From an optimization exercise on the open Yosys and OpenROAD flow, aimed at small area, a short achievable clock period and few clock cycles; shortcuts taken in it are not production practice.
At most, simulation tests tie the RTL to the original design; equivalence was not proved.
For runs 2 and 3, only the layout was checked, not whether the RTL still works.
No activity file was given, so power comes from the tool's default toggle rates.

**flow/run.sh**
```bash
#!/bin/bash
# synth_recipe.tcl (not shown) runs the flow's synth.tcl, then flattens the netlist and writes it again
# the make line also repeats each setting of config.mk as NAME=value (left out here)
make -C /OpenROAD-flow-scripts/flow DESIGN_CONFIG=/design/flow/config.mk WORK_HOME=/design/flow/orfs CLKGATE_MAP_FILE= SYNTH_SCRIPT=/design/flow/synth_recipe.tcl finish
```
**flow/config.mk**
```make
export PLATFORM = sky130hd
export DESIGN_NAME = n_queens_backtrack_search
export DESIGN_NICKNAME = n_queens_backtrack_search
export VERILOG_FILES = /design/flow/design.v
export SDC_FILE = /design/flow/constraint.sdc
export NUM_CORES = 4
export LEC_CHECK = 0
export ABC_CLOCK_PERIOD_IN_PS = 4000
export CAP_MARGIN = 20
export CORE_MARGIN = 2
export CORE_UTILIZATION = 40
export SETUP_SLACK_MARGIN = 5
export SLEW_MARGIN = 20
```
**flow/constraint.sdc**
```tcl
create_clock -name core_clock -period 10.0 [get_ports {clk}]
set_input_delay 2.0000 -clock core_clock [delete_from_list [all_inputs] [get_ports {clk}]]
set_output_delay 2.0000 -clock core_clock [all_outputs]
set_load 0.01 [all_outputs]
```
**flow/design.v**
```verilog
package nqbs_pkg;
  localparam int DEF_MAX_QUEENS = 16;
  localparam int CFG_IDX_W  = 1;
  localparam int CFG_DATA_W = 32;
  localparam int BOARD_W    = 5;
  localparam int BUDGET_W   = 32;
  localparam logic [CFG_IDX_W-1:0] REG_BOARD_SIZE  = 1'd0;
  localparam logic [CFG_IDX_W-1:0] REG_STEP_BUDGET = 1'd1;
  localparam logic [BOARD_W-1:0]  BOARD_RST  = 5'd8;
  localparam logic [BUDGET_W-1:0] BUDGET_RST = 32'd1000000;
  localparam int IN_TDATA_W  = 8;
  localparam int OUT_TDATA_W = 16;
endpackage
import nqbs_pkg::*;
module n_queens_backtrack_search
#(
  parameter int MAX_QUEENS = DEF_MAX_QUEENS
) (
  input  logic                   clk,
  input  logic                   rst_n,
  input  logic                   cfg_valid,
  output logic                   cfg_ready,
  input  logic [CFG_IDX_W-1:0]   cfg_index,
  input  logic [CFG_DATA_W-1:0]  cfg_data,
  input  logic                   in_tvalid,
  output logic                   in_tready,
  input  logic [IN_TDATA_W-1:0]  in_tdata,    
  output logic                   out_tvalid,
  input  logic                   out_tready,
  output logic [OUT_TDATA_W-1:0] out_tdata,
  output logic                   out_tlast
);
  localparam int BW = 18;
  logic [4:0]    n_r;           
  logic [BW-1:0] budget_r;
  logic          idle_r, search_r, emit_r;
  logic [BW-7:0] hi_r;
  logic [7:0]    b_r;
  logic [3:0]    col_r;         
  logic [4:0]    rs_r;          
  logic [3:0]    stk_r [16];    
  logic [3:0]    best_r [16];   
  logic [4:0]    depth_r;
  logic [15:0]   cm_r;          
  logic [30:0]   ld_r;          
  logic [30:0]   rd_r;          
  logic          solved_r, ran_out_r;
  logic [3:0]    k_r;           
  assign cfg_ready  = 1'b1;
  assign in_tready  = idle_r;
  assign out_tvalid = emit_r;
  logic [3:0]  q, q2;
  logic [15:0] att_c, att_p, av_c, av_p;
  logic [15:0] oh_c, oh_p, oh_q, oh_q2;
  logic [15:0] pre_c, pre_p;
  logic [15:0] ge_rs, lt_n, gt_q, le_a, le_r;
  logic [3:0]  f_c, f_p;
  logic        any_c, any_p, ok_c, ok_p;
  logic        mv_adv, mv_repl, mv_dbl, mv_exh, borrow, ok, last_col, hi_nz;
  logic [7:0]  base_x, base_r, base_d, w_a, w_r, w_d, b_nx;
  logic [BW-7:0] hi_dec;
  assign q  = stk_r[0];
  assign q2 = stk_r[1];
  always_comb begin
    for (int j = 0; j < 16; j++) begin
      ge_rs[j] = (5'(j) >= rs_r);
      lt_n[j]  = (5'(j) <  n_r);
      gt_q[j]  = (4'(j) >  q);
      oh_q[j]  = (4'(j) == q);
      oh_q2[j] = (4'(j) == q2);
      att_c[j] = cm_r[j] | ld_r[j]     | rd_r[j + 15];
      att_p[j] = cm_r[j] | ld_r[j + 1] | rd_r[j + 14];
    end
  end
  assign av_c  = ~att_c & ge_rs & lt_n;
  assign av_p  = ~att_p & gt_q & lt_n;
  assign any_c = |av_c;
  assign any_p = |av_p;
  always_comb begin
    pre_c[0] = 1'b0;
    pre_p[0] = 1'b0;
    for (int j = 1; j < 16; j++) begin
      pre_c[j] = pre_c[j-1] | av_c[j-1];
      pre_p[j] = pre_p[j-1] | av_p[j-1];
    end
  end
  assign oh_c = av_c & ~pre_c;
  assign oh_p = av_p & ~pre_p;
  always_comb begin
    f_c = '0;
    f_p = '0;
    for (int j = 0; j < 16; j++) begin
      if (oh_c[j]) f_c = f_c | 4'(j);
      if (oh_p[j]) f_p = f_p | 4'(j);
    end
  end
  assign base_x = b_r - 8'(n_r);
  assign base_r = base_x + 8'(q);
  assign base_d = base_r - 8'(n_r);
  always_comb begin
    for (int j = 0; j < 16; j++) begin
      le_a[j] = !b_r[7]    && ((|b_r[6:4])    || (b_r[3:0]    >= 4'(j)));
      le_r[j] = !base_r[7] && ((|base_r[6:4]) || (base_r[3:0] >= 4'(j)));
    end
  end
  assign ok_c = |(av_c & le_a);
  assign ok_p = |(av_p & le_r);
  assign mv_adv  = any_c;
  assign mv_repl = !any_c && (col_r != 4'd0) && any_p;
  assign mv_dbl  = !any_c && (col_r > 4'd1) && !any_p;
  assign mv_exh  = !any_c && ((col_r == 4'd0) || (col_r == 4'd1 && !any_p));
  always_comb begin
    if (mv_adv) borrow = !ok_c;
    else if (mv_repl) borrow = !ok_p;
    else if (col_r == 4'd0) borrow = base_x[7];
    else borrow = base_d[7];
  end
  assign hi_nz    = |hi_r;
  assign hi_dec   = hi_r - 1'b1;
  assign ok       = hi_nz | !borrow;
  assign last_col = (5'(col_r) + 5'd1 == n_r);
  assign w_a = b_r + {4'hf, ~f_c};
  assign w_r = base_r + {4'hf, ~f_p};
  assign w_d = {2'b00, base_d[5:0]} + 8'(q2);
  always_comb begin
    if (mv_adv) b_nx = w_a;
    else if (mv_repl) b_nx = w_r;
    else b_nx = w_d;
    if (borrow && !mv_dbl) b_nx[7:6] = 2'b00;
  end
  logic [30:0] ld_dbl, rd_dbl;
  assign ld_dbl = ld_r & ~(31'(oh_q) << 1) & ~(31'(oh_q2) << 2);
  assign rd_dbl = rd_r & ~(31'(oh_q) << 14) & ~(31'(oh_q2) << 13);
  logic take, stop;
  assign take = idle_r & in_tvalid & in_tdata[0];
  assign stop = !ok || (mv_adv && last_col) || mv_exh;
  always_ff @(posedge clk) begin
    if (!rst_n) begin
      n_r      <= 5'(BOARD_RST);
      budget_r <= (BUDGET_RST >= 32'(2**BW - 1)) ? '1 : BW'(BUDGET_RST);
      idle_r   <= 1'b1;
      search_r <= 1'b0;
      emit_r   <= 1'b0;
    end else begin
      if (cfg_valid) begin
        if (cfg_index == REG_BOARD_SIZE) begin
          if (cfg_data[4:0] == 5'd0) n_r <= 5'd1;
          else if (cfg_data[4:0] > 5'd16) n_r <= 5'd16;
          else n_r <= cfg_data[4:0];
        end else begin
          budget_r <= (|cfg_data[31:BW]) ? '1 : cfg_data[BW-1:0];
        end
      end
      if (idle_r) begin
        if (take) begin
          idle_r <= 1'b0;
          if (budget_r == '0 || n_r == 5'd1) emit_r <= 1'b1;
          else search_r <= 1'b1;
        end
      end else if (search_r) begin
        if (stop) begin
          search_r <= 1'b0;
          emit_r   <= 1'b1;
        end
      end else if (emit_r) begin
        if (out_tready && (5'(k_r) + 5'd1 == n_r)) begin
          emit_r <= 1'b0;
          idle_r <= 1'b1;
        end
      end
    end
  end
  always_ff @(posedge clk) begin
    if (idle_r) begin
      hi_r      <= budget_r[BW-1:6];
      b_r       <= {2'b00, budget_r[5:0]} - 8'd2;
      col_r     <= 4'd1;
      rs_r      <= 5'd0;
      stk_r[0]  <= 4'd0;
      best_r[0] <= 4'd0;
      depth_r   <= (budget_r == '0) ? 5'd0 : 5'd1;
      cm_r      <= 16'h0001;
      ld_r      <= 31'h0000_0002;
      rd_r      <= 31'h0000_4000;
      solved_r  <= (budget_r != '0) && (n_r == 5'd1);
      ran_out_r <= (budget_r == '0);
      k_r       <= 4'd0;
    end else if (search_r) begin
      b_r <= b_nx;
      if (borrow) hi_r <= hi_dec;
      if (mv_adv) begin
        stk_r[0] <= f_c;
        for (int i = 1; i < 16; i++) stk_r[i] <= stk_r[i-1];
        rs_r  <= 5'd0;
        col_r <= col_r + 4'd1;
        cm_r  <= cm_r | oh_c;
        ld_r  <= {ld_r[29:0] | {14'd0, oh_c}, 1'b0};
        rd_r  <= {1'b0, rd_r[30:1] | {oh_c, 14'd0}};
        if ((hi_nz || ok_c) && 5'(col_r) == depth_r) begin
          depth_r <= depth_r + 5'd1;
          best_r[0] <= f_c;
          for (int i = 1; i < 16; i++) best_r[i] <= stk_r[i-1];
        end
      end else if (mv_repl) begin
        stk_r[0] <= f_p;
        rs_r <= 5'd0;
        cm_r <= (cm_r & ~oh_q) | oh_p;
        ld_r <= (ld_r & ~{14'd0, oh_q, 1'b0}) | {14'd0, oh_p, 1'b0};
        rd_r <= (rd_r & ~{1'b0, oh_q, 14'd0}) | {1'b0, oh_p, 14'd0};
      end else if (mv_dbl) begin
        for (int i = 0; i < 14; i++) stk_r[i] <= stk_r[i+2];
        rs_r  <= 5'(q2) + 5'd1;
        col_r <= col_r - 4'd2;
        cm_r  <= cm_r & ~oh_q & ~oh_q2;
        ld_r  <= ld_dbl >> 2;
        rd_r  <= rd_dbl << 2;
      end
      if (stop) begin
        solved_r  <= ok && mv_adv && last_col;
        ran_out_r <= !ok;
      end
    end else if (emit_r) begin
      if (out_tready) k_r <= k_r + 4'd1;
    end
  end
  logic placed;
  assign placed    = (5'(k_r) < depth_r);
  assign out_tdata = {ran_out_r,
                      solved_r,
                      depth_r,
                      placed,
                      placed ? best_r[4'(depth_r) - 4'd1 - k_r] : 4'd0,
                      k_r};
  assign out_tlast = (5'(k_r) + 5'd1 == n_r);
endmodule
```
==> impl_metrics.json, run 1 <==
{
  "outcome": "finished clean",
  "worst_setup_path_startpoint": "depth_r[0]",
  "syn-num-nets": 1978,
  "power.share.sequential_pct": 38.6,
  "synth.distinct_cells": 93,
  "p_int_mw": 2.256,
  "critical_path_arrival_ns": 3.11,
  "fin_nets": 2025,
  "final_antenna_violating_net_count": 0,
  "detail_route.first_pass.iterations": 7,
  "grt_pass1_wl_mm": 82.89,
  "track_usage_pct": 25.00,
  "post_synth_instance_area_mm2": 0.01626,
  "postRouteWirelength_mm": 53.97,
  "cts_buffers": 31,
  "rows": 73,
  "drt_iter0_markers": 1615,
  "final_setup_fails": 0,
  "pd_cells_mw_per_mm2": 173.2,
  "cp_endpoint_kind": "output port",
  "final_util_pct": 47.90,
  "place.detailed.hpwl_mm": 36.27,
  "syn_inst": 1879,
  "cts_tree": "built",
  "report.final.slew_viol_count": 0,
  "fillerInstances": 3818,
  "timing.max_slew.rel_slack_pct": 35.44,
  "drive_gt1_share_pct": 12.61,
  "endpoint": "out_tdata[6]",
  "worst-path-max-fanout": 3,
  "fin_worst_skew_ns": 0.01050,
  "max_freq_ghz": 0.1956,
  "first_global_vias": 14324,
  "comb_power_share_pct": 26.9,
  "portBuffers": 57,
  "power_switching_mw": 1.055,
  "final.setup.tns_ns": 0,
  "leakage_nw": 6.837,
  "grt_start_max_net_pins": 95,
  "mostFrequentLayoutCells": "313 x sky130_fd_sc_hd__nand2_1, 152 x sky130_fd_sc_hd__nor2_1, 147 x sky130_fd_sc_hd__edfxtp_1",
  "worst-slew-pin-transition_ns": 0.9625,
  "grt_overflow_total": 0,
  "cts.hold.buffers_added": 0,
  "die_width_um": 205.6,
  "worst_hold_startpoint": "ld_r[30]",
  "smallest_hold_slack_ns": 0.4562,
  "floorplan.core_area_mm2": 0.03991,
  "yosys_most_used_dff": "sky130_fd_sc_hd__edfxtp_1",
  "die_h_um": 205.6,
  "report.final.hold_viol_count": 0,
  "clock_path_buffers": 3,
  "syn_to_final_growth_pct": 17.59,
  "clock_insertion_delay_worst_skew_ns": 0.58,
  "vias": 15172,
  "post-route-period-util_pct": 51.11,
  "min_period_ns": 5.111,
  "avgSynthCellArea_um2": 8.653,
  "power.ir.vdd_worst_uv": 140.3,
  "ys_seq_elements": 272,
  "worst_ep_required_time_ns": 8.00,
  "n_antenna_cell": 0,
  "ys_seq_area_share_pct": 42.54,
  "drc": 0,
  "grt_setup_unrepaired": "true",
  "r2r_start": "n_r[1]",
  "io-pin-count": 66,
  "clk_pin_slew_worst_setup_hold_paths_ns": 0.06,
  "cap_viol_max_count": 0,
  "start_util_pct": 40.73,
  "power.share.switching_pct": 31.87,
  "synth.yosys.warnings": 3,
  "numClockSinks": 272,
  "r2r.worst_path.cells": 19,
  "overall_die_area_mm2": 0.04227,
  "clk_root_buffer_cell": "sky130_fd_sc_hd__clkbuf_16",
  "classification_of_the_worst_setup_path": "flip-flop to output port",
  "antenna_violations_before_repair": 0,
  "layout.cells.most_common": "sky130_fd_sc_hd__nand2_1",
  "setup.reg_to_reg.worst_slack_ns": 5.00,
  "hold_path_class": "flip-flop to flip-flop",
  "post_synth_edffs": 147,
  "ys_async_sr_fraction_pct": 0,
  "drt-wirelength-per-cell_um": 21.80,
  "place_congestion": 0.9893,
  "htree_num_levels": 1,
  "p_clk_share_pct": 34.4,
  "drt-vias-per-instance": 6.128,
  "startpoint_type": "flip-flop",
  "timing.rr.end": "b_r[6]"
}
[power by group through the flow]
stage | logic (mW) | clock network, mW | registers (mW)
final | 0.892 | 1.14 | 1.28
after detailed placement | 0.748 | 0 | 1.30
after CTS | 0.824 | 1.15 | 1.28
after global placement | 0.740 | 0 | 1.30
after global routing | 0.969 | 1.20 | 1.28
after floorplan | 0.539 | 0 | 1.27
[cell type report]
cell class                 instances  area (µm²)  share of cell area [%]
clock buffer                      46       862.1                   4.509
clock inverter                    12       143.9                  0.7526
inverter                          52       198.9                   1.041
multi-input combinational       1442        9175                   47.99
sequential                       272        6939                   36.30
tap                              525       656.9                   3.436
timing repair buffer             127        1142                   5.975
[worst max-delay path, stage by stage (launching register included)]
cell	delay [ns]
sky130_fd_sc_hd__edfxtp_1	0.41
sky130_fd_sc_hd__ha_4	0.16
sky130_fd_sc_hd__inv_2	0.04
sky130_fd_sc_hd__fa_2	0.66
sky130_fd_sc_hd__buf_12	0.14
sky130_fd_sc_hd__mux2_4	0.29
sky130_fd_sc_hd__a22o_1	0.21
sky130_fd_sc_hd__a21oi_2	0.12
sky130_fd_sc_hd__o22ai_1	0.09
sky130_fd_sc_hd__a31oi_1	0.16
sky130_fd_sc_hd__a21oi_1	0.11
sky130_fd_sc_hd__buf_2	0.15
[synthesized netlist by cell type (all sizes together) (23+ instances only)]
library cell / number / share of area, %
inv: 51 / 1.2
a211oi: 24 / 1.2
dfxtp: 125 / 15
nor4: 35 / 1.6
o22ai: 28 / 1.1
buf: 55 / 1.7
xnor2: 40 / 2.2
a221oi: 30 / 1.6
a31oi: 44 / 1.7
a21oi: 123 / 3.8
clkbuf: 63 / 1.5
nor3: 67 / 2.1
o21ai: 115 / 3.6
edfxtp: 147 / 27
ha: 46 / 3.5
nor2: 159 / 3.7
xor2: 23 / 1.2
nand3: 71 / 2.3
nand2: 318 / 7.3
[kinds of logic (layout without fill, tap and decap cells)]
logic type / after synthesis / in the layout / synth area share (%)
buffers and inverters: 170 / 237 / 4.371
multiplexers: 11 / 11 / 1.000
flip-flops: 272 / 272 / 42.54
AO/OA/AOI/OAI: 514 / 514 / 21.09
XOR/XNOR: 63 / 64 / 3.394
AND/OR/NAND/NOR: 793 / 797 / 23.06
adder cells (fa/ha/maj): 55 / 55 / 4.525
other: 1 / 1 / 0.02307
[per-stage QoR]
step,cells,area [µm²],worst slack [ns],power (mW)
after global placement,2371,17230,4.417,2.043
after global routing,2476,19120,4.798,3.447
after floorplan,1879,16270,5.098,1.813
after CTS,2455,18740,4.916,3.255
after detailed placement,2371,17240,4.391,2.052
final,2476,19120,4.889,3.311
[worst min-delay path by stage]
stage | slack, ns | cells after the start | end
6_report | 0.46 | 2 | ld_r[30]
3_5_place_dp | 0.45 | 2 | ld_r[30]
3_3_place_gp | 0.44 | 2 | ld_r[30]
2_1_floorplan | 0.43 | 1 | best_r[0][0]
5_1_grt | 0.49 | 2 | ld_r[30]
4_1_cts | 0.46 | 2 | ld_r[30]
[state kept, by name (all words and copies together) (netlist names), 5 cells and up]
register and flops:
b_r 8, best_r 64, budget_r 18, cm_r 16, depth_r 5, hi_r 12
ld_r 31, n_r 5, rd_r 31, rs_r 5, stk_r 64
[metal layers]
| metal | routed length, µm | GRT usage [%] |
|---|---|---|
| met1 | 23300 | 34.50 |
| met2 | 24820 | 39.92 |
| met3 | 4249 | 4.371 |
| met4 | 1600 | 7.554 |
| met5 | 0 | 0 |
[repair_timing]
| action | in CTS | in global routing |
|---|---|---|
| pin swaps | 15 | 26 |
| resized for setup | 87 | 45 |
| gates cloned | 3 | 3 |
| endpoints found under the hold margin | 0 | 0 |
| setup buffers | 23 | 18 |
| endpoints found under the setup margin | 62 | 66 |
Testbench counts, summed over its fixed seeds: cycles 220,514.
==> run 2, diff against run 1 <==
--- a/flow/design.v
+++ b/flow/design.v
@@ -51,5 +51,6 @@
   assign out_tvalid = emit_r;
-  logic [3:0]  q, q2;
+  logic [3:0]  q, q2, q3;
   logic [15:0] att_c, att_p, av_c, av_p;
-  logic [15:0] oh_c, oh_p, oh_q, oh_q2;
+  logic [15:0] oh_c, oh_p, oh_q, oh_q2, oh_q3, oh_qv, near_q, far_q;
+  logic        has_q;
   logic [15:0] pre_c, pre_p;
@@ -57,3 +58,3 @@
   logic [3:0]  f_c, f_p;
-  logic        any_c, any_p, ok_c, ok_p;
+  logic        any_c, any_p, ok_c;
   logic        mv_adv, mv_repl, mv_dbl, mv_exh, borrow, ok, last_col, hi_nz;
@@ -61,4 +62,6 @@
   logic [BW-7:0] hi_dec;
-  assign q  = stk_r[0];
-  assign q2 = stk_r[1];
+  assign q     = stk_r[0];
+  assign q2    = stk_r[1];
+  assign q3    = stk_r[2];
+  assign has_q = (col_r != 4'd0);
   always_comb begin
@@ -70,4 +73,13 @@
       oh_q2[j] = (4'(j) == q2);
-      att_c[j] = cm_r[j] | ld_r[j]     | rd_r[j + 15];
-      att_p[j] = cm_r[j] | ld_r[j + 1] | rd_r[j + 14];
+      oh_q3[j] = (4'(j) == q3);
+    end
+  end
+  assign oh_qv  = has_q ? oh_q : 16'd0;
+  assign near_q = oh_qv | (oh_qv << 1) | (oh_qv >> 1);
+  assign far_q  = oh_qv | (oh_qv << 2) | (oh_qv >> 2);
+  always_comb begin
+    for (int j = 0; j < 16; j++) begin
+      att_c[j] = cm_r[j] | ((j > 0) ? ld_r[(j + 30) % 31] : 1'b0)
+                        | ((j < 15) ? rd_r[(j + 16) % 31] : 1'b0) | near_q[j];
+      att_p[j] = cm_r[j] | ld_r[j] | rd_r[j + 15];
     end
@@ -96,9 +108,33 @@
   end
-  assign base_x = b_r - 8'(n_r);
-  assign base_r = base_x + 8'(q);
-  assign base_d = base_r - 8'(n_r);
-  always_comb begin
-    for (int j = 0; j < 16; j++) begin
-      le_a[j] = !b_r[7]    && ((|b_r[6:4])    || (b_r[3:0]    >= 4'(j)));
-      le_r[j] = !base_r[7] && ((|base_r[6:4]) || (base_r[3:0] >= 4'(j)));
+  logic [15:0] att_n, av_n, dead;
+  logic        two_c, dskip;
+  always_comb begin
+    for (int j = 0; j < 16; j++) begin
+      att_n[j] = cm_r[j] | ((j > 1) ? ld_r[(j + 29) % 31] : 1'b0)
+                        | ((j < 14) ? rd_r[(j + 17) % 31] : 1'b0) | far_q[j];
+    end
+  end
+  assign av_n = ~att_n & lt_n;
+  always_comb begin
+    for (int j = 0; j < 16; j++) begin
+      dead[j] = ~|(av_n & ~16'((18'h7 << j) >> 1));
+    end
+  end
+  assign two_c    = |(av_c & pre_c);
+  assign last_col = (5'(col_r) + 5'd1 == n_r);
+  assign dskip    = !two_c && (|(av_c & dead)) && !last_col && (5'(col_r) < depth_r);
+  logic [7:0]  bq, base_x0, base_x1, base_r0, base_r1, base_d0, base_d1;
+  assign bq      = b_r + 8'(q);
+  assign base_x0 = b_r - 8'(n_r);
+  assign base_x1 = b_r - 8'({n_r, 1'b1});              
+  assign base_r0 = bq - 8'(n_r);
+  assign base_r1 = bq - 8'({n_r, 1'b1});
+  assign base_d0 = bq - 8'({n_r, 1'b0});               
+  assign base_d1 = bq - 8'(n_r) - 8'({n_r, 1'b1});     
+  assign base_x  = dskip ? base_x1 : base_x0;
+  assign base_r  = dskip ? base_r1 : base_r0;
+  assign base_d  = dskip ? base_d1 : base_d0;
+  always_comb begin
+    for (int j = 0; j < 16; j++) begin
+      le_a[j] = !b_r[7] && ((|b_r[6:4]) || (b_r[3:0] >= 4'(j)));
     end
@@ -106,10 +142,12 @@
   assign ok_c = |(av_c & le_a);
-  assign ok_p = |(av_p & le_r);
-  assign mv_adv  = any_c;
-  assign mv_repl = !any_c && (col_r != 4'd0) && any_p;
-  assign mv_dbl  = !any_c && (col_r > 4'd1) && !any_p;
-  assign mv_exh  = !any_c && ((col_r == 4'd0) || (col_r == 4'd1 && !any_p));
+  assign mv_adv  = any_c && !dskip;
+  assign mv_repl = !mv_adv && (col_r != 4'd0) && any_p;
+  assign mv_dbl  = !mv_adv && (col_r > 4'd1) && !any_p;
+  assign mv_exh  = !mv_adv && ((col_r == 4'd0) || (col_r == 4'd1 && !any_p));
+  assign w_a = b_r + {4'hf, ~f_c};
+  assign w_r = base_r + {4'hf, ~f_p};                 
+  assign w_d = {2'b00, base_d[5:0]} + 8'(q2);
   always_comb begin
     if (mv_adv) borrow = !ok_c;
-    else if (mv_repl) borrow = !ok_p;
+    else if (mv_repl) borrow = w_r[7] && (w_r != 8'hff);
     else if (col_r == 4'd0) borrow = base_x[7];
@@ -120,6 +158,2 @@
   assign ok       = hi_nz | !borrow;
-  assign last_col = (5'(col_r) + 5'd1 == n_r);
-  assign w_a = b_r + {4'hf, ~f_c};
-  assign w_r = base_r + {4'hf, ~f_p};
-  assign w_d = {2'b00, base_d[5:0]} + 8'(q2);
   always_comb begin
@@ -131,4 +165,4 @@
   logic [30:0] ld_dbl, rd_dbl;
-  assign ld_dbl = ld_r & ~(31'(oh_q) << 1) & ~(31'(oh_q2) << 2);
-  assign rd_dbl = rd_r & ~(31'(oh_q) << 14) & ~(31'(oh_q2) << 13);
+  assign ld_dbl = ld_r & ~(31'(oh_q2) << 1) & ~(31'(oh_q3) << 2);
+  assign rd_dbl = rd_r & ~(31'(oh_q2) << 14) & ~(31'(oh_q3) << 13);
   logic take, stop;
@@ -179,11 +213,6 @@
       stk_r[0]  <= 4'd0;
-      best_r[0] <= 4'd0;
-      depth_r   <= (budget_r == '0) ? 5'd0 : 5'd1;
-      cm_r      <= 16'h0001;
-      ld_r      <= 31'h0000_0002;
-      rd_r      <= 31'h0000_4000;
-      solved_r  <= (budget_r != '0) && (n_r == 5'd1);
-      ran_out_r <= (budget_r == '0);
-      k_r       <= 4'd0;
-    end else if (search_r) begin
+      cm_r      <= 16'h0000;
+      ld_r      <= 31'h0000_0000;
+      rd_r      <= 31'h0000_0000;
+    end else begin
       b_r <= b_nx;
@@ -195,10 +224,5 @@
         col_r <= col_r + 4'd1;
-        cm_r  <= cm_r | oh_c;
-        ld_r  <= {ld_r[29:0] | {14'd0, oh_c}, 1'b0};
-        rd_r  <= {1'b0, rd_r[30:1] | {oh_c, 14'd0}};
-        if ((hi_nz || ok_c) && 5'(col_r) == depth_r) begin
-          depth_r <= depth_r + 5'd1;
-          best_r[0] <= f_c;
-          for (int i = 1; i < 16; i++) best_r[i] <= stk_r[i-1];
-        end
+        cm_r  <= cm_r | oh_qv;
+        ld_r  <= {ld_r[29:0] | {14'd0, oh_qv}, 1'b0};
+        rd_r  <= {1'b0, rd_r[30:1] | {oh_qv, 14'd0}};
       end else if (mv_repl) begin
@@ -206,6 +230,3 @@
         rs_r <= 5'd0;
-        cm_r <= (cm_r & ~oh_q) | oh_p;
-        ld_r <= (ld_r & ~{14'd0, oh_q, 1'b0}) | {14'd0, oh_p, 1'b0};
-        rd_r <= (rd_r & ~{1'b0, oh_q, 14'd0}) | {1'b0, oh_p, 14'd0};
-      end else if (mv_dbl) begin
+      end else begin
         for (int i = 0; i < 14; i++) stk_r[i] <= stk_r[i+2];
@@ -213,5 +234,20 @@
         col_r <= col_r - 4'd2;
-        cm_r  <= cm_r & ~oh_q & ~oh_q2;
+        cm_r  <= cm_r & ~oh_q2 & ~oh_q3;
         ld_r  <= ld_dbl >> 2;
         rd_r  <= rd_dbl << 2;
+      end
+    end
+  end
+  always_ff @(posedge clk) begin
+    if (idle_r) begin
+      best_r[0] <= 4'd0;
+      depth_r   <= (budget_r == '0) ? 5'd0 : 5'd1;
+      solved_r  <= (budget_r != '0) && (n_r == 5'd1);
+      ran_out_r <= (budget_r == '0);
+      k_r       <= 4'd0;
+    end else if (search_r) begin
+      if (mv_adv && (hi_nz || ok_c) && 5'(col_r) == depth_r) begin
+        depth_r <= depth_r + 5'd1;
+        best_r[0] <= f_c;
+        for (int i = 1; i < 16; i++) best_r[i] <= stk_r[i-1];
       end
==> impl_metrics.json, run 2 <==
{
  "worst-slew-pin-transition_ns": 1.035,
  "final_critical_path_setup_slack_ns": 4.205,
  "clock_path_buffers": 3,
  "classification_of_the_worst_setup_path": "flip-flop to flip-flop",
  "outcome": "finished clean",
  "place_congestion": 0.9682,
  "slowest_delay_ns": 0.52,
  "post_synth_instance_area_mm2": 0.01659,
  "power.ir.vdd_worst_uv": 118.3,
  "first_global_vias": 14702,
  "yosys_most_used_dff": "sky130_fd_sc_hd__edfxtp_1",
  "critical_path_buf_inv_count": 8,
  "biggestRegsByFlops": "best_r (64), stk_r (64)",
  "syn_to_final_growth_pct": 24.33,
  "vias": 15566,
  "rows": 74,
  "cts_tree": "built",
  "track_usage_pct": 24.23,
  "synth_top_cell_area_share_pct": 25.15,
  "design_power_total_mw": 3.243,
  "detail_route.first_pass.iterations": 6,
  "ys_async_sr_fraction_pct": 0,
  "drt_iter0_markers": 1414,
  "antenna_violations_before_repair": 0,
  "drt-wirelength-per-cell_um": 21.20,
  "cp_endpoint_kind": "flip-flop",
  "synth_top_cells_by_area": "sky130_fd_sc_hd__edfxtp_1 25%, sky130_fd_sc_hd__dfxtp_1 16%, sky130_fd_sc_hd__nand2_1 8.0%, sky130_fd_sc_hd__ha_1 4.4%, sky130_fd_sc_hd__a21oi_1 3.6%",
  "ys_top_cells_by_count": "354 x sky130_fd_sc_hd__nand2_1, 139 x sky130_fd_sc_hd__edfxtp_1, 134 x sky130_fd_sc_hd__nor2_1, 133 x sky130_fd_sc_hd__dfxtp_1, 119 x sky130_fd_sc_hd__a21oi_1",
  "worst-path-max-fanout": 7,
  "detailedPlace.worstSlack_ns": 2.775,
  "synth.distinct_cells": 93,
  "timing.max_slew.rel_slack_pct": 31.02,
  "syn_inst": 1935,
  "synth.yosys.warnings": 3,
  "critPathMostFrequentCell": "sky130_fd_sc_hd__buf_4",
  "portBuffers": 57,
  "ys_seq_elements": 272,
  "overall_die_area_mm2": 0.04313,
  "cap_viol_max_count": 0,
  "final_antenna_violating_net_count": 0,
  "drt-vias-per-instance": 6.005,
  "clock_insertion_delay_worst_skew_ns": 0.61,
  "count_leader_synth": "sky130_fd_sc_hd__nand2_1",
  "die_h_um": 207.7,
  "report.final.hold_viol_count": 0,
  "final_setup_fails": 0,
  "io-pin-count": 66,
  "grt_start_max_net_pins": 94,
  "grt_pass1_wl_mm": 84.31,
  "report.final.slew_viol_count": 0,
  "startpoint_type": "flip-flop",
  "die_width_um": 207.7,
  "critical-path-slowest-cell": "sky130_fd_sc_hd__or4b_4",
  "setup.reg_to_reg.worst_slack_ns": 4.21,
  "post_synth_edffs": 139,
  "postRouteWirelength_mm": 54.96,
  "avgSynthCellArea_um2": 8.575,
  "hold_path_class": "flip-flop to flip-flop",
  "min_period_ns": 5.795,
  "final_util_pct": 50.41,
  "synth_largest_area_cell": "sky130_fd_sc_hd__edfxtp_1",
  "floorplan.core_area_mm2": 0.04092,
  "grt_setup_unrepaired": "true",
  "final.setup.tns_ns": 0,
  "max_freq_ghz": 0.1726,
  "fin_worst_skew_ns": 0.04693,
  "layout.cells.most_common": "sky130_fd_sc_hd__nand2_1",
  "ys_seq_area_share_pct": 41.20,
  "critical_path_arrival_ns": 6.29,
  "numClockSinks": 272,
  "drive_gt1_share_pct": 18.01,
  "timing.critical_path.max_delay_family": "simple AND/OR/NAND/NOR gates",
  "clk_pin_slew_worst_setup_hold_paths_ns": 0.06,
  "post-route-period-util_pct": 57.95,
  "grt_overflow_total": 0,
  "leakage_nw": 7.453,
  "mostFrequentLayoutCells": "345 x sky130_fd_sc_hd__nand2_1, 139 x sky130_fd_sc_hd__edfxtp_1, 123 x sky130_fd_sc_hd__nor2_1",
  "syn-num-nets": 2048,
  "place.detailed.hpwl_mm": 35.55,
  "drc": 0,
  "clk_root_buffer_cell": "sky130_fd_sc_hd__clkbuf_16",
  "n_antenna_cell": 0,
  "pd_cells_mw_per_mm2": 157.2,
  "cts_buffers": 30,
  "worst_ep_required_time_ns": 10.49,
  "fin_nets": 2151,
  "start_util_pct": 40.55,
  "htree_num_levels": 1
}
-- run 2: final cells by class --
class                   instances  area (µm²)
clock buffers                  38       790.8
clock inverters                16       132.6
fillers                      3863       20290
inverters                      55       215.2
multi-input cells            1477        9936
flip-flops and latches        272        6864
well taps                     532       665.6
repair buffers                202        2026
-- run 2: metal layers --
layer	track usage (%)	vias to the layer above	wire, µm
met4	8.217	0	1856
met3	3.177	130	4204
met5	0	-	0
met1	33.48	7490	23530
li1	-	7269	-
met2	39.18	677	25370
-- run 2: what timing repair did --
item,4_1_cts,5_1_grt
pin swaps,51,42
endpoints found under the setup margin,225,234
resized for setup,148,76
hold buffers,0,0
setup buffers,67,39
gates cloned,11,6
-- run 2: per-stage QoR --
step                      cell area (µm²)  std cells  hold slack [ns]
after floorplan                     16780       1935           0.4244
after global placement              17640       2415           0.4564
after detailed placement            17640       2415           0.4588
after CTS                           19840       2547           0.4498
after global routing                20630       2592           0.4729
final                               20630       2592           0.4604
-- run 2: logic make-up (layout without fill, tap and decap cells) --
logic type | after synthesis | after routing | share of synthesized area (%)
and+or+nand+nor | 825 | 829 | 23.32
AOI/OAI and AO/OA | 453 | 453 | 18.15
DFF | 272 | 272 | 41.20
buffers and inverters | 190 | 311 | 4.622
xor gates and xnor gates | 85 | 85 | 4.487
adders and majority gates | 75 | 75 | 5.897
muxes | 34 | 34 | 2.300
other | 1 | 1 | 0.02260
-- run 2: where the power goes --
| group | internal (mW) | switching (mW) | leakage, nW |
|---|---|---|---|
| Combinational | 0.427 | 0.517 | 4.65 |
| Clock | 0.585 | 0.465 | 0.440 |
| Sequential | 1.20 | 0.0464 | 2.36 |
-- run 2: worst paths after layout --
path / cells after the start / endpoint / start
min reg2reg: 0 / best_r[4][2] / stk_r[3][2]
min: 0 / best_r[4][2] / stk_r[3][2]
max reg2reg: 30 / search_r / col_r[1]
max: 30 / search_r / col_r[1]
==> run 3, diff against run 2 <==
--- a/flow/config.mk
+++ b/flow/config.mk
@@ -7,3 +7,3 @@
 export LEC_CHECK = 0
-export ABC_CLOCK_PERIOD_IN_PS = 4000
+export ABC_AREA = 1
 export CAP_MARGIN = 20
==> impl_metrics.json, run 3 <==
{
  "antenna_violations_before_repair": 0,
  "filler_free_cell_count_of_the_finished_design": 2906,
  "grt_setup_unrepaired": "true",
  "ys_top_cells_by_count": "514 x sky130_fd_sc_hd__nand2_1, 285 x sky130_fd_sc_hd__inv_1, 261 x sky130_fd_sc_hd__nor2_1, 228 x sky130_fd_sc_hd__o21ai_0, 139 x sky130_fd_sc_hd__edfxtp_1",
  "detail_route.first_pass.iterations": 6,
  "min_delay_worst_endpoint": "best_r[8][2]",
  "rows": 74,
  "final_critical_path_setup_slack_ns": 4.980,
  "mostFrequentLayoutCells": "494 x sky130_fd_sc_hd__nand2_1, 263 x sky130_fd_sc_hd__inv_1, 228 x sky130_fd_sc_hd__nor2_1",
  "synth_top_cell_area_share_pct": 24.93,
  "clk_root_buffer_cell": "sky130_fd_sc_hd__clkbuf_16",
  "postRouteWirelength_mm": 55.30,
  "vias": 16054,
  "hold_path_class": "flip-flop to flip-flop",
  "track_usage_pct": 24.31,
  "numPlacedInstances": 2787,
  "timing.max_slew.rel_slack_pct": 33.02,
  "cap_viol_max_count": 0,
  "final_setup_fails": 0,
  "power.ir.vdd_worst_uv": 135.8,
  "outcome": "finished clean",
  "worst-slew-pin-transition_ns": 1.005,
  "syn-num-nets": 2372,
  "drive_gt1_share_pct": 14.70,
  "post_synth_instance_area_mm2": 0.01675,
  "timing.rr.end": "solved_r",
  "detailedPlace.worstSlack_ns": 3.753,
  "critical_path_arrival_ns": 3.02,
  "cts_buffers": 31,
  "post_synth_edffs": 139,
  "first_global_vias": 15013,
  "clock_path_buffers": 3,
  "final_antenna_violating_net_count": 0,
  "ys_async_sr_fraction_pct": 0,
  "die_h_um": 208.6,
  "worst_hold_startpoint": "stk_r[7][2]",
  "layout.cells.most_common": "sky130_fd_sc_hd__nand2_1",
  "synth.yosys.warnings": 3,
  "cts_tree": "built",
  "r2r_start": "stk_r[0][1]",
  "synth.distinct_cells": 66,
  "fillerInstances": 4104,
  "synth_largest_area_cell": "sky130_fd_sc_hd__edfxtp_1",
  "clk_pin_slew_worst_setup_hold_paths_ns": 0.07,
  "count_leader_synth": "sky130_fd_sc_hd__nand2_1",
  "fin_nets": 2462,
  "portBuffers": 57,
  "worst_ep_required_time_ns": 8.00,
  "syn_inst": 2259,
  "drt-vias-per-instance": 5.524,
  "die_width_um": 208.6,
  "report.final.hold_viol_count": 0,
  "clock_insertion_delay_worst_skew_ns": 0.60,
  "max_freq_ghz": 0.1992,
  "final.setup.tns_ns": 0,
  "fin_worst_skew_ns": 0.01917,
  "start_util_pct": 40.74,
  "pd_cells_mw_per_mm2": 181.9,
  "place.detailed.hpwl_mm": 38.85,
  "startpoint_type": "flip-flop",
  "grt_pass1_wl_mm": 84.15,
  "place_congestion": 0.9717,
  "yosys_most_used_dff": "sky130_fd_sc_hd__edfxtp_1",
  "drt_iter0_markers": 1550,
  "r2r.worst_path.cells": 31,
  "holdPathStages": 0,
  "floorplan.core_area_mm2": 0.04111,
  "setup.reg_to_reg.worst_slack_ns": 5.20,
  "report.final.slew_viol_count": 0,
  "numClockSinks": 272,
  "biggestRegsByFlops": "best_r (64), stk_r (64)",
  "leakage_nw": 8.367,
  "syn_to_final_growth_pct": 20.94,
  "overall_die_area_mm2": 0.04352,
  "ys_seq_area_share_pct": 40.82,
  "avgSynthCellArea_um2": 7.413,
  "io-pin-count": 66,
  "worst-path-max-fanout": 4,
  "drc": 0,
  "drt-wirelength-per-cell_um": 19.03,
  "cp_endpoint_kind": "output port",
  "min_period_ns": 5.020,
  "grt_start_max_net_pins": 99,
  "n_antenna_cell": 0,
  "synth_top_cells_by_area": "sky130_fd_sc_hd__edfxtp_1 25%, sky130_fd_sc_hd__dfxtp_1 16%, sky130_fd_sc_hd__nand2_1 12%, sky130_fd_sc_hd__o21ai_0 6.8%, sky130_fd_sc_hd__inv_1 6.4%",
  "post-route-period-util_pct": 50.20,
  "classification_of_the_worst_setup_path": "flip-flop to output port",
  "grt_overflow_total": 0,
  "htree_num_levels": 1,
  "ys_seq_elements": 272
}
==> run 3: cell types whose count changed after synthesis, sizes merged, moves of 46 or more <==
| cell | previous run | this run |
|---|---|---|
| inv | 54 | 300 |
| nand3 | 60 | 118 |
| clkbuf | 92 | 46 |
| nor2 | 134 | 277 |
| o21ai | 84 | 232 |
| nand2 | 354 | 539 |
| nor3 | 105 | 50 |
==> run 3: final cells by class <==
type                    instances  area, µm²  share of cell area (%)
clock inverters                18      203.9                   1.007
flip-flops and latches        272       6885                   34.00
clock buffers                  40      850.8                   4.201
well taps                     532      665.6                   3.287
multi-input cells            1617       9313                   45.98
repair buffers                125       1142                   5.641
inverters                     302       1191                   5.882
==> run 3: worst max path at each step <==
stage,slack (ns),start,to
after floorplan,5.20,col_r[0],hi_r[0]
after global placement,3.83,stk_r[0][1],hi_r[1]
after detailed placement,3.75,stk_r[0][1],hi_r[2]
after CTS,4.94,k_r[0],out_tdata[4]
after global routing,4.85,depth_r[0],out_tdata[7]
final,4.98,depth_r[0],out_tdata[7]
==> run 3: worst max-delay path: stages, from the launching register on <==
cell                       delay, ns
sky130_fd_sc_hd__edfxtp_1       0.40
sky130_fd_sc_hd__ha_4           0.17
sky130_fd_sc_hd__inv_4          0.04
sky130_fd_sc_hd__fa_2           0.42
sky130_fd_sc_hd__xor2_4         0.24
sky130_fd_sc_hd__buf_6          0.14
sky130_fd_sc_hd__nor2_4         0.04
sky130_fd_sc_hd__clkinv_4       0.08
sky130_fd_sc_hd__nor2_4         0.06
sky130_fd_sc_hd__buf_6          0.12
sky130_fd_sc_hd__nand2_2        0.04
sky130_fd_sc_hd__nand4_1        0.10
sky130_fd_sc_hd__a211oi_2       0.25
sky130_fd_sc_hd__a41oi_2        0.16
sky130_fd_sc_hd__buf_2          0.18
==> run 3: power breakdown <==
group / leakage [nW] / switching (mW) / total (mW) / internal, mW
Clock: 0.514 / 0.500 / 1.19 / 0.685
Combinational: 5.50 / 0.778 / 1.23 / 0.452
Sequential: 2.36 / 0.0541 / 1.27 / 1.21
==> run 3: what timing repair did <==
action                     4_1_cts  5_1_grt
pin swaps                       19       59
buffers inserted                18       36
resized for setup              124      143
hold buffers                     0        0
gates cloned                     3        4
setup endpoints to repair      270      176
==> run 3: per-layer routing <==
metal | GRT usage, % | up-vias | routed length (µm)
li1 | - | 7763 | -
met1 | 33.58 | 7620 | 25040
met2 | 39.56 | 563 | 24880
met3 | 3.502 | 108 | 3607
met4 | 7.340 | 0 | 1767
met5 | 0 | - | 0
==> run 3: through the flow <==
| stage | util (%) | hold slack [ns] | area (µm²) | power (mW) |
|---|---|---|---|---|
| 3_3_place_gp | 43.17 | 0.4314 | 17750 | 2.240 |
| 3_5_place_dp | 43.18 | 0.4331 | 17750 | 2.259 |
| 4_1_cts | 47.06 | 0.4483 | 19350 | 3.525 |
| 2_1_floorplan | - | 0.4264 | 16750 | 1.969 |
| 6_report | 49.26 | 0.4465 | 20250 | 3.684 |
| 5_1_grt | 49.26 | 0.4622 | 20250 | 3.865 |
==> run 3: cells by family after synthesis <==
| kind of cell | after synthesis | share of synthesized area [%] |
|---|---|---|
| buffers and inverters | 377 | 8.884 |
| muxes | 3 | 0.1793 |
| and+or+nand+nor | 1050 | 27.26 |
| AOI/OAI and AO/OA | 440 | 14.90 |
| other | 1 | 0.02239 |
| DFF | 272 | 40.82 |
| adders and majority gates | 67 | 5.365 |
| xor gates and xnor gates | 49 | 2.563 |
==> run 4, diff against run 3 <==
--- a/flow/design.v
+++ b/flow/design.v
@@ -117,5 +117,10 @@
   assign av_n = ~att_n & lt_n;
-  always_comb begin
-    for (int j = 0; j < 16; j++) begin
-      dead[j] = ~|(av_n & ~16'((18'h7 << j) >> 1));
+  logic [15:0] free_far [16];
+  always_comb begin
+    for (int j = 0; j < 16; j++) begin
+      free_far[j] = av_n;
+      free_far[j][j] = 1'b0;
+      if (j > 0)  free_far[j][j-1] = 1'b0;
+      if (j < 15) free_far[j][j+1] = 1'b0;
+      dead[j] = ~|free_far[j];
     end
--- a/flow/config.mk
+++ b/flow/config.mk
@@ -13 +13,2 @@
 export SLEW_MARGIN = 20
+export TNS_END_PERCENT = 0
==> impl_metrics.json, run 4 <==
{
  "place_congestion": 0.9936,
  "syn_to_final_growth_pct": 18.66,
  "rows": 75,
  "vias": 16422,
  "grt_setup_unrepaired": "true",
  "antenna_violations_before_repair": 0,
  "first_global_vias": 15479,
  "cp_endpoint_kind": "output port",
  "timing.max_slew.rel_slack_pct": 29.33,
  "drive_gt1_share_pct": 12.34,
  "slowest_delay_ns": 0.50,
  "pd_cells_mw_per_mm2": 185.3,
  "cts_tree": "built",
  "final.setup.tns_ns": 0,
  "regArea_mm2": 0.006878,
  "start_util_pct": 40.37,
  "outcome": "finished clean",
  "worst-slew-pin-transition_ns": 1.050,
  "place_area_mm2": 0.01796,
  "fillerInstances": 4162,
  "multiInputGateArea_mm2": 0.009075,
  "drt-vias-per-instance": 5.576,
  "fin_worst_skew_ns": 0.01944,
  "grt_start_max_net_pins": 93,
  "drt_iter0_markers": 1486,
  "detailedPlace.worstSlack_ns": 2.685,
  "final_antenna_violating_net_count": 0,
  "biggestRegsByFlops": "best_r (64), stk_r (64)",
  "die_width_um": 209.5,
  "portBuffers": 57,
  "final_area_mm2": 0.02005,
  "startpoint_type": "flip-flop",
  "layout.cells.most_common": "sky130_fd_sc_hd__nand2_1",
  "clock_path_buffers": 3,
  "synth_top_cell_area_share_pct": 24.71,
  "post_synth_instance_area_mm2": 0.01689,
  "p_clk_share_pct": 33.3,
  "worst_ep_required_time_ns": 8.00,
  "p_int_mw": 2.390,
  "synth_top_cells_by_area": "sky130_fd_sc_hd__edfxtp_1 25%, sky130_fd_sc_hd__dfxtp_1 16%, sky130_fd_sc_hd__nand2_1 12%, sky130_fd_sc_hd__o21ai_0 6.3%, sky130_fd_sc_hd__inv_1 6.2%",
  "cts.hold.buffers_added": 0,
  "syn-num-nets": 2407,
  "grt_pass1_wl_mm": 86.81,
  "post-route-period-util_pct": 50.94,
  "comb_power_share_pct": 32.6,
  "power_switching_mw": 1.324,
  "grt_overflow_total": 0,
  "cts_buffers": 34,
  "overall_die_area_mm2": 0.04390,
  "post_synth_edffs": 139,
  "clk_pin_slew_worst_setup_hold_paths_ns": 0.06,
  "io-pin-count": 66,
  "classification_of_the_worst_setup_path": "flip-flop to output port",
  "ys_async_sr_fraction_pct": 0,
  "synth.yosys.warnings": 4,
  "min_period_ns": 5.094,
  "report.final.slew_viol_count": 0,
  "power.ir.vdd_worst_uv": 99.12,
  "report.final.hold_viol_count": 0,
  "n_antenna_cell": 0,
  "critical_path_arrival_ns": 3.09,
  "die_h_um": 209.5,
  "power.share.switching_pct": 35.65,
  "synth.distinct_cells": 68,
  "clk_root_buffer_cell": "sky130_fd_sc_hd__clkbuf_16",
  "avgSynthCellArea_um2": 7.368,
  "worstPathCellList": "ha_4, nand2_1, o21ai_2, xor2_1, buf_4, nor2_4, inv_4, nor2_4, buf_4, a221oi_4, nand4_1, a21oi_1, nor2_1, buf_2",
  "floorplan.core_area_mm2": 0.04185,
  "ys_top_cells_by_count": "550 x sky130_fd_sc_hd__nand2_1, 281 x sky130_fd_sc_hd__inv_1, 236 x sky130_fd_sc_hd__nor2_1, 211 x sky130_fd_sc_hd__o21ai_0, 139 x sky130_fd_sc_hd__edfxtp_1",
  "drc": 0,
  "numClockSinks": 272,
  "power.share.sequential_pct": 34.1,
  "clock_insertion_delay_worst_skew_ns": 0.55,
  "hold_path_class": "flip-flop to flip-flop",
  "drt-wirelength-per-cell_um": 19.20,
  "max_freq_ghz": 0.1963,
  "worst-path-max-fanout": 4,
  "mostFrequentLayoutCells": "539 x sky130_fd_sc_hd__nand2_1, 267 x sky130_fd_sc_hd__inv_1, 209 x sky130_fd_sc_hd__nor2_1, 209 x sky130_fd_sc_hd__o21ai_0, 139 x sky130_fd_sc_hd__edfxtp_1",
  "htree_num_levels": 2,
  "final_setup_fails": 0,
  "track_usage_pct": 25.30,
  "cap_viol_max_count": 0,
  "yosys_most_used_dff": "sky130_fd_sc_hd__edfxtp_1",
  "fin_nets": 2495,
  "count_leader_synth": "sky130_fd_sc_hd__nand2_1",
  "ys_seq_elements": 272,
  "syn_inst": 2293,
  "smallest_hold_slack_ns": 0.4442,
  "postRouteWirelength_mm": 56.55,
  "place.detailed.hpwl_mm": 39.50,
  "leakage_nw": 8.192,
  "synth_largest_area_cell": "sky130_fd_sc_hd__edfxtp_1",
  "detail_route.first_pass.iterations": 6,
  "ys_seq_area_share_pct": 40.47,
  "critical-path-slowest-cell": "sky130_fd_sc_hd__edfxtp_1",
  "final_critical_path_setup_slack_ns": 4.906
}
-- run 4: cell types whose count changed after synthesis, moves of 7 or more --
cell                       previous run  this run
sky130_fd_sc_hd__a211oi_1             9         2
sky130_fd_sc_hd__a31oi_1             14        32
sky130_fd_sc_hd__nand2_1            514       550
sky130_fd_sc_hd__nand3_1            105       131
sky130_fd_sc_hd__nand3_2             11         4
sky130_fd_sc_hd__nand4_1             32        45
sky130_fd_sc_hd__nor2_1             261       236
sky130_fd_sc_hd__nor3_1              49        42
sky130_fd_sc_hd__o21ai_0            228       211
sky130_fd_sc_hd__o22ai_1             47        36
-- run 4: kinds of logic after synthesis --
logic type               Yosys count  share of synthesized area [%]
buffers and inverters            378                          8.754
other                              1                        0.02220
adder cells (fa/ha/maj)           68                          5.391
flip-flops                       272                          40.47
multiplexers                       2                         0.1185
AND/OR/NAND/NOR                 1092                          28.11
XOR/XNOR                          45                          2.333
AO/OA/AOI/OAI                    435                          14.80
-- run 4: cell type report --
cell class	count	share of cell area, %
repair buffers	123	5.636
inverters	303	5.917
clock buffers	40	4.356
clock inverters	21	1.155
flip-flops and latches	272	34.31
well taps	539	3.364
multi-input cells	1647	45.27
-- run 4: routing by layer --
metal	up-vias	global-route usage [%]	share of wire, %
li1	7897	-	-
met1	7718	34.90	44
met2	658	39.78	44
met3	149	4.115	7.9
met4	0	10.03	4.0
met5	-	0	0
-- run 4: power groups by stage --
stage          sequential (mW)  combinational, mW  clock, mW
2_1_floorplan             1.26              0.783          0
3_3_place_gp              1.29               1.05          0
3_5_place_dp              1.29               1.06          0
4_1_cts                   1.26               1.13       1.26
5_1_grt                   1.27               1.34       1.29
6_report                  1.27               1.21       1.24
-- run 4: path summary, 6_finish.rpt --
kind / startpoint / cells after the start / slack (ns) / to
setup / recovery: depth_r[1] / 14 / 4.91 / out_tdata[7]
hold / removal: stk_r[5][1] / 0 / 0.44 / best_r[6][1]
setup reg to reg: stk_r[0][1] / 33 / 5.10 / ran_out_r
hold reg to reg: stk_r[5][1] / 0 / 0.44 / best_r[6][1]
-- run 4: critical path, delay by kind of cell (launching register included) --
family | cells | cell delay [ns]
flip-flops | 1 | 0.50
adder cells (fa/ha/maj) | 1 | 0.31
AO/OA/AOI/OAI | 3 | 0.62
XOR/XNOR | 1 | 0.16
AND/OR/NAND/NOR | 5 | 0.40
buffers and inverters | 4 | 0.55
-- run 4: what timing repair did --
action	in CTS	in global routing
hold endpoints to repair	0	0
gates resized for setup	120	64
pin swaps	25	31
buffers inserted	21	26
endpoints found under the setup margin	289	201
gates cloned	2	2
-- run 4: through the flow --
stage / util (%) / instances / power [mW]
6_report: 47.90 / 2945 / 3.714
5_1_grt: 47.90 / 2945 / 3.902
4_1_cts: 46.77 / 2917 / 3.650
3_5_place_dp: 42.91 / 2833 / 2.352
3_3_place_gp: 42.91 / 2833 / 2.335
2_1_floorplan: - / 2293 / 2.045
Testbench counts of run 4, summed over its fixed seeds: cycles 172,077.
==> run 5, diff against run 4 <==
--- a/flow/config.mk
+++ b/flow/config.mk
@@ -13,2 +13 @@
 export SLEW_MARGIN = 20
-export TNS_END_PERCENT = 0
==> impl_metrics.json, run 5 <==
{
  "worst_ep_required_time_ns": 8.00,
  "final_area_mm2": 0.02034,
  "setup.reg_to_reg.worst_slack_ns": 5.14,
  "min_period_ns": 5.054,
  "synth.distinct_cells": 68,
  "floorplan.core_area_mm2": 0.04185,
  "n_antenna_cell": 0,
  "grt_setup_unrepaired": "true",
  "worst-path-max-fanout": 4,
  "power.share.sequential_pct": 33.8,
  "syn-num-nets": 2407,
  "place_congestion": 0.9936,
  "first_global_vias": 15552,
  "leakage_nw": 8.311,
  "slowest_delay_ns": 0.45,
  "grt_overflow_total": 0,
  "timing.rr.end": "ran_out_r",
  "post-route-period-util_pct": 50.54,
  "r2r_start": "col_r[0]",
  "overall_die_area_mm2": 0.04390,
  "io-pin-count": 66,
  "worst_hold_startpoint": "stk_r[5][1]",
  "clk_pin_slew_worst_setup_hold_paths_ns": 0.06,
  "clock_path_buffers": 3,
  "yosys_most_used_dff": "sky130_fd_sc_hd__edfxtp_1",
  "final.setup.tns_ns": 0,
  "ys_seq_area_share_pct": 40.47,
  "min_delay_worst_endpoint": "best_r[6][1]",
  "worst-slew-pin-transition_ns": 0.9930,
  "synth_largest_area_cell": "sky130_fd_sc_hd__edfxtp_1",
  "ys_top_cells_by_count": "550 x sky130_fd_sc_hd__nand2_1, 281 x sky130_fd_sc_hd__inv_1, 236 x sky130_fd_sc_hd__nor2_1, 211 x sky130_fd_sc_hd__o21ai_0, 139 x sky130_fd_sc_hd__edfxtp_1",
  "fin_worst_skew_ns": 0.01915,
  "post_synth_instance_area_mm2": 0.01689,
  "comb_power_share_pct": 33.3,
  "drc": 0,
  "outcome": "finished clean",
  "drt_iter0_markers": 1624,
  "fin_nets": 2508,
  "worstPathCellList": "ha_1, nand2_4, o21ai_2, xor2_1, buf_4, nor2_4, inv_4, nor2_4, buf_4, a22o_1, a221oi_4, a41oi_2, buf_2",
  "die_width_um": 209.5,
  "syn_to_final_growth_pct": 20.42,
  "power.ir.vdd_worst_uv": 98.86,
  "cts.hold.buffers_added": 0,
  "synth_top_cell_area_share_pct": 24.71,
  "final_antenna_violating_net_count": 0,
  "final_critical_path_setup_slack_ns": 4.946,
  "power_switching_mw": 1.343,
  "timing.max_slew.rel_slack_pct": 33.19,
  "start_util_pct": 40.37,
  "grt_pass1_wl_mm": 87.33,
  "count_leader_synth": "sky130_fd_sc_hd__nand2_1",
  "biggestRegsByFlops": "best_r (64), stk_r (64)",
  "holdPathStages": 0,
  "drt-vias-per-instance": 5.598,
  "layout.cells.most_common": "sky130_fd_sc_hd__nand2_1",
  "p_int_mw": 2.405,
  "r2r.worst_path.cells": 36,
  "ys_async_sr_fraction_pct": 0,
  "classification_of_the_worst_setup_path": "flip-flop to output port",
  "ys_seq_elements": 272,
  "cts_tree": "built",
  "drt-wirelength-per-cell_um": 19.30,
  "synth.yosys.warnings": 4,
  "rows": 75,
  "numClockSinks": 272,
  "hold_path_class": "flip-flop to flip-flop",
  "track_usage_pct": 25.45,
  "critical-path-slowest-cell": "sky130_fd_sc_hd__edfxtp_1",
  "avgSynthCellArea_um2": 7.368,
  "max_freq_ghz": 0.1979,
  "postRouteWirelength_mm": 57.09,
  "place_area_mm2": 0.01796,
  "syn_inst": 2293,
  "portBuffers": 57,
  "power.share.switching_pct": 35.84,
  "detail_route.first_pass.iterations": 7,
  "p_clk_share_pct": 32.9,
  "detailedPlace.worstSlack_ns": 2.685,
  "pd_cells_mw_per_mm2": 184.3,
  "mostFrequentLayoutCells": "528 x sky130_fd_sc_hd__nand2_1, 267 x sky130_fd_sc_hd__inv_1, 209 x sky130_fd_sc_hd__o21ai_0",
  "htree_num_levels": 2,
  "final_setup_fails": 0,
  "report.final.hold_viol_count": 0,
  "startpoint_type": "flip-flop",
  "cp_endpoint_kind": "output port",
  "drive_gt1_share_pct": 13.60,
  "cts_buffers": 34,
  "post_synth_edffs": 139,
  "report.final.slew_viol_count": 0,
  "clock_insertion_delay_worst_skew_ns": 0.55,
  "vias": 16558,
  "die_h_um": 209.5,
  "critical_path_arrival_ns": 3.05,
  "cap_viol_max_count": 0,
  "grt_start_max_net_pins": 93,
  "place.detailed.hpwl_mm": 39.50,
  "synth_top_cells_by_area": "sky130_fd_sc_hd__edfxtp_1 25%, sky130_fd_sc_hd__dfxtp_1 16%, sky130_fd_sc_hd__nand2_1 12%, sky130_fd_sc_hd__o21ai_0 6.3%, sky130_fd_sc_hd__inv_1 6.2%",
  "antenna_violations_before_repair": 0,
  "clk_root_buffer_cell": "sky130_fd_sc_hd__clkbuf_16"
}
run 5: cells by family (layout without fill, tap and decap cells):
| logic type | count (synthesis) | count (layout) | share of synthesized area, % |
|---|---|---|---|
| AO/OA/AOI/OAI | 435 | 435 | 14.80 |
| XOR/XNOR | 45 | 45 | 2.333 |
| adder cells (fa/ha/maj) | 68 | 68 | 5.391 |
| buffers and inverters | 378 | 498 | 8.754 |
| flip-flops | 272 | 272 | 40.47 |
| multiplexers | 2 | 2 | 0.1185 |
| other | 1 | 1 | 0.02220 |
| AND/OR/NAND/NOR | 1092 | 1098 | 28.11 |
run 5: layout make-up:
class,instances,area (µm²)
clock buffer,40,873.3
clock inverter,21,231.5
fill,4123,21510
inverter,303,1204
multi-input combinational,1649,9235
sequential,272,6883
tap,539,674.4
timing repair buffer,134,1244
run 5: layer usage:
| layer | vias up | track usage (%) | part of all wire [%] |
|---|---|---|---|
| met1 | 7818 | 35.07 | 43 |
| met4 | 0 | 10.34 | 4.3 |
| li1 | 7913 | - | - |
| met3 | 148 | 3.995 | 8.1 |
| met5 | - | 0 | 0 |
| met2 | 679 | 40.07 | 44 |
run 5: how the worst max path moves through the flow:
stage / endpoint / from / cells after the start / slack (ns)
after global placement: best_r[0][2] / n_r[1] / 26 / 2.79
after CTS: out_tdata[6] / depth_r[0] / 11 / 4.95
after global routing: out_tdata[7] / depth_r[2] / 14 / 4.84
final: out_tdata[6] / depth_r[1] / 13 / 4.95
after floorplan: best_r[0][0] / col_r[0] / 26 / 5.20
after detailed placement: best_r[0][1] / n_r[1] / 26 / 2.68
run 5: worst max-delay path, delay by kind of cell (launching register included):
kind            cells  cell delay [ns]
xor+xnor            1             0.17
buf+inv             4             0.58
compound gates      4             0.78
flops               1             0.45
simple gates        3             0.18
fa+ha+maj           1             0.36
run 5: power groups by stage:
stage               clock network, mW  registers, mW  logic (mW)
detailed placement                  0           1.29        1.06
finish                           1.23           1.27        1.25
CTS                              1.26           1.27        1.15
floorplan                           0           1.26       0.783
global route                     1.29           1.27        1.38
global placement                    0           1.29        1.05
run 5: stage by stage:
| step | hold WS (ns) | std cells | utilization [%] | total power [mW] |
|---|---|---|---|---|
| 5_1_grt | 0.4590 | 2958 | 48.61 | 3.939 |
| 2_1_floorplan | 0.4264 | 2293 | - | 2.045 |
| 3_5_place_dp | 0.4321 | 2833 | 42.91 | 2.352 |
| 4_1_cts | 0.4449 | 2924 | 47.23 | 3.672 |
| 3_3_place_gp | 0.4297 | 2833 | 42.91 | 2.335 |
| 6_report | 0.4442 | 2958 | 48.61 | 3.749 |
run 5: what timing repair did:
item | in CTS | in global routing
setup buffers | 26 | 31
endpoints found under the setup margin | 289 | 173
gates cloned | 4 | 3
pin swaps | 35 | 42
gates resized for setup | 153 | 74
==> run 6, diff against run 5 <==
--- a/flow/config.mk
+++ b/flow/config.mk
@@ -10,3 +10,3 @@
 export CORE_MARGIN = 2
-export CORE_UTILIZATION = 40
+export CORE_UTILIZATION = 60
 export SETUP_SLACK_MARGIN = 5
==> impl_metrics.json, run 6 <==
{
  "outcome": "finished clean",
  "n_antenna_cell": 0,
  "critPathMostFrequentCell": "sky130_fd_sc_hd__nor2_4",
  "syn-num-nets": 2407,
  "synth_largest_area_cell": "sky130_fd_sc_hd__edfxtp_1",
  "timing.critical_path.max_delay_family": "compound AO/OA/AOI/OAI gates",
  "power.ir.vdd_worst_uv": 132.8,
  "synth.yosys.warnings": 4,
  "cts_tree": "built",
  "syn_inst": 2293,
  "grt_util_met3_pct": 4.993,
  "grt_setup_unrepaired": "true",
  "worst_ep_required_time_ns": 8.00,
  "critical-path-slowest-cell": "sky130_fd_sc_hd__edfxtp_1",
  "pd_cells_mw_per_mm2": 184.9,
  "leakage_nw": 8.192,
  "portBuffers": 57,
  "r2r_start": "rs_r[4]",
  "cts_buffers": 29,
  "ys_async_sr_fraction_pct": 0,
  "clk_pin_slew_worst_setup_hold_paths_ns": 0.07,
  "setup.reg_to_reg.worst_slack_ns": 5.09,
  "numPlacedInstances": 2670,
  "grt_start_max_net_pins": 93,
  "final_setup_fails": 0,
  "place_congestion": 1.042,
  "track_usage_pct": 37.77,
  "fin_nets": 2493,
  "timing.rr.end": "emit_r",
  "fin_worst_skew_ns": 0.02958,
  "ys_seq_elements": 272,
  "gr-max-usage-layer": "met2",
  "start_util_pct": 60.81,
  "mostFrequentLayoutCells": "529 x sky130_fd_sc_hd__nand2_1, 264 x sky130_fd_sc_hd__inv_1, 207 x sky130_fd_sc_hd__nor2_1",
  "report.final.slew_viol_count": 0,
  "regArea_mm2": 0.006872,
  "endpoint": "out_tdata[7]",
  "clk_root_buffer_cell": "sky130_fd_sc_hd__clkbuf_16",
  "fillerInstances": 2313,
  "critical_path_arrival_ns": 3.23,
  "worst_setup_path_startpoint": "depth_r[2]",
  "rows": 61,
  "io-pin-count": 66,
  "layout.cells.most_common": "sky130_fd_sc_hd__nand2_1",
  "antenna_violations_before_repair": 0,
  "synth_top_cells_by_area": "sky130_fd_sc_hd__edfxtp_1 25%, sky130_fd_sc_hd__dfxtp_1 16%, sky130_fd_sc_hd__nand2_1 12%, sky130_fd_sc_hd__o21ai_0 6.3%, sky130_fd_sc_hd__inv_1 6.2%",
  "hold_path_class": "flip-flop to flip-flop",
  "synth.distinct_cells": 68,
  "report.final.hold_viol_count": 0,
  "final.setup.tns_ns": 0,
  "clock_path_buffers": 3,
  "drive_gt1_share_pct": 13.61,
  "classification_of_the_worst_setup_path": "flip-flop to output port",
  "final_antenna_violating_net_count": 0,
  "critical_path_buf_inv_count": 4,
  "numClockSinks": 272,
  "r2r.worst_path.cells": 25,
  "drt-wirelength-per-cell_um": 20.30,
  "worst-slew-pin-transition_ns": 1.072,
  "final_critical_path_setup_slack_ns": 4.771,
  "place.detailed.hpwl_mm": 39.28,
  "slowest_delay_ns": 0.40,
  "max_freq_ghz": 0.1912,
  "vias": 16802,
  "worst_hold_startpoint": "stk_r[5][2]",
  "postRouteWirelength_mm": 56.43,
  "die_width_um": 171.8,
  "global_route.usage.met1_pct": 49.24,
  "worst-path-max-fanout": 4,
  "drt_iter0_markers": 2130,
  "multiInputGateArea_mm2": 0.009246,
  "count_leader_synth": "sky130_fd_sc_hd__nand2_1",
  "min_period_ns": 5.229,
  "avgSynthCellArea_um2": 7.368,
  "filler_free_cell_count_of_the_finished_design": 2780,
  "htree_num_levels": 1,
  "overall_die_area_mm2": 0.02952,
  "cts.hold.buffers_added": 0,
  "floorplan.core_area_mm2": 0.02778,
  "first_global_vias": 15790,
  "drc": 0,
  "cp_num_cells": 15,
  "drt-vias-per-instance": 6.044,
  "die_h_um": 171.8,
  "syn_to_final_growth_pct": 17.82,
  "grt_overflow_total": 0,
  "ys_seq_area_share_pct": 40.47,
  "grt_pass1_wl_mm": 85.84,
  "detail_route.first_pass.iterations": 6,
  "post-route-period-util_pct": 52.29,
  "cap_viol_max_count": 0,
  "post_synth_edffs": 139,
  "synth_top_cell_area_share_pct": 24.71,
  "worstPathCellList": "buf_6, ha_4, nand2_4, o21ai_2, xor2_1, buf_4, nor2_4, inv_4, nor2_4, a22o_1, a221oi_2, nand4_1, a21oi_2, nor2_1, buf_2",
  "ys_top_cells_by_count": "550 x sky130_fd_sc_hd__nand2_1, 281 x sky130_fd_sc_hd__inv_1, 236 x sky130_fd_sc_hd__nor2_1, 211 x sky130_fd_sc_hd__o21ai_0, 139 x sky130_fd_sc_hd__edfxtp_1",
  "cp_endpoint_kind": "output port",
  "gr-usage-met2_pct": 61.45,
  "final_util_pct": 71.65,
  "timing.max_slew.rel_slack_pct": 26.70,
  "clock_insertion_delay_worst_skew_ns": 0.59,
  "yosys_most_used_dff": "sky130_fd_sc_hd__edfxtp_1",
  "startpoint_type": "flip-flop",
  "post_synth_instance_area_mm2": 0.01689,
  "detailedPlace.worstSlack_ns": 2.964,
  "biggestRegsByFlops": "best_r (64), stk_r (64)"
}
==> run 6: layout make-up <==
cell class,count,share of cell area [%]
well taps,378,2.376
clock buffers,39,4.142
flip-flops and latches,272,34.52
inverters,303,6.116
multi-input cells,1649,46.45
clock inverters,15,0.7857
repair buffers,124,5.607
==> run 6: kinds of logic after synthesis <==
group	count (synthesis)	share of synthesized area [%]
flops	272	40.47
xor+xnor	45	2.333
simple gates	1092	28.11
buf+inv	378	8.754
compound gates	435	14.80
fa+ha+maj	68	5.391
other cells	1	0.02220
mux	2	0.1185
==> run 6: timing repair <==
| item | in CTS | in global routing |
|---|---|---|
| cloned | 4 | 2 |
| pin swaps | 25 | 47 |
| endpoints found under the setup margin | 290 | 140 |
| setup buffers | 19 | 31 |
| resized for setup | 146 | 81 |
| endpoints found under the hold margin | 0 | 0 |
==> run 6: how the worst min path moves through the flow <==
stage / endpoint / slack [ns] / cells past startpoint
6_report: best_r[6][2] / 0.43 / 0
5_1_grt: best_r[6][2] / 0.44 / 0
2_1_floorplan: best_r[12][0] / 0.43 / 0
3_3_place_gp: best_r[8][0] / 0.43 / 0
4_1_cts: best_r[6][2] / 0.43 / 0
3_5_place_dp: best_r[6][2] / 0.44 / 0
==> run 6: stage by stage <==
step / hold slack [ns] / power [mW] / area (µm²)
after CTS: 0.4264 / 3.552 / 19370
final: 0.4300 / 3.681 / 19910
after global placement: 0.4316 / 2.344 / 17740
after global routing: 0.4356 / 3.844 / 19910
after floorplan: 0.4264 / 2.045 / 16900
after detailed placement: 0.4363 / 2.377 / 17740
==> run 6: per-layer routing <==
layer	routed length [µm]	vias up	share of wire (%)
li1	-	7887	-
met1	22470	7864	40
met2	25740	851	46
met3	4981	200	8.8
met4	3247	0	5.8
met5	0	-	0
==> run 6: worst reg2reg max path: stages, from the launching register on <==
cell and delay [ns]:
sky130_fd_sc_hd__dfxtp_1 0.38, sky130_fd_sc_hd__nor2_1 0.35, sky130_fd_sc_hd__nand2_1 0.15, sky130_fd_sc_hd__nor2_1 0.18
sky130_fd_sc_hd__nand3_1 0.11, sky130_fd_sc_hd__nor2_2 0.34, sky130_fd_sc_hd__nor2_4 0.09, sky130_fd_sc_hd__inv_2 0.17
sky130_fd_sc_hd__nor2_8 0.08, sky130_fd_sc_hd__nand3_2 0.09, sky130_fd_sc_hd__inv_2 0.05, sky130_fd_sc_hd__nand3_1 0.08
sky130_fd_sc_hd__nand2_1 0.07, sky130_fd_sc_hd__nand2_1 0.11, sky130_fd_sc_hd__nor2_4 0.07, sky130_fd_sc_hd__nand2_8 0.11
sky130_fd_sc_hd__clkinv_8 0.08, sky130_fd_sc_hd__nor2_4 0.11, sky130_fd_sc_hd__buf_8 0.40, sky130_fd_sc_hd__clkinv_4 0.36
sky130_fd_sc_hd__buf_4 0.47, sky130_fd_sc_hd__o22ai_1 0.56, sky130_fd_sc_hd__nand3_2 0.15, sky130_fd_sc_hd__nand2_1 0.09
sky130_fd_sc_hd__nand2_1 0.07, sky130_fd_sc_hd__a21oi_2 0.13
==> run 6: power by group <==
group	internal [mW]	leakage, nW	total, mW	switching, mW
registers	1.21	2.35	1.27	0.0552
logic	0.477	5.36	1.31	0.833
clock network	0.635	0.479	1.10	0.470
total	2.32	8.19	3.68	1.36

Re-timed with assumed drivers on the ports (clkbuf_16 on the clock, buf_2 on other inputs), run 6 has 4.717 ns of setup slack against 4.771 ns with ideal ports, and 5.089 ns once port delays also move by the mid clock arrival of 0.624 ns.
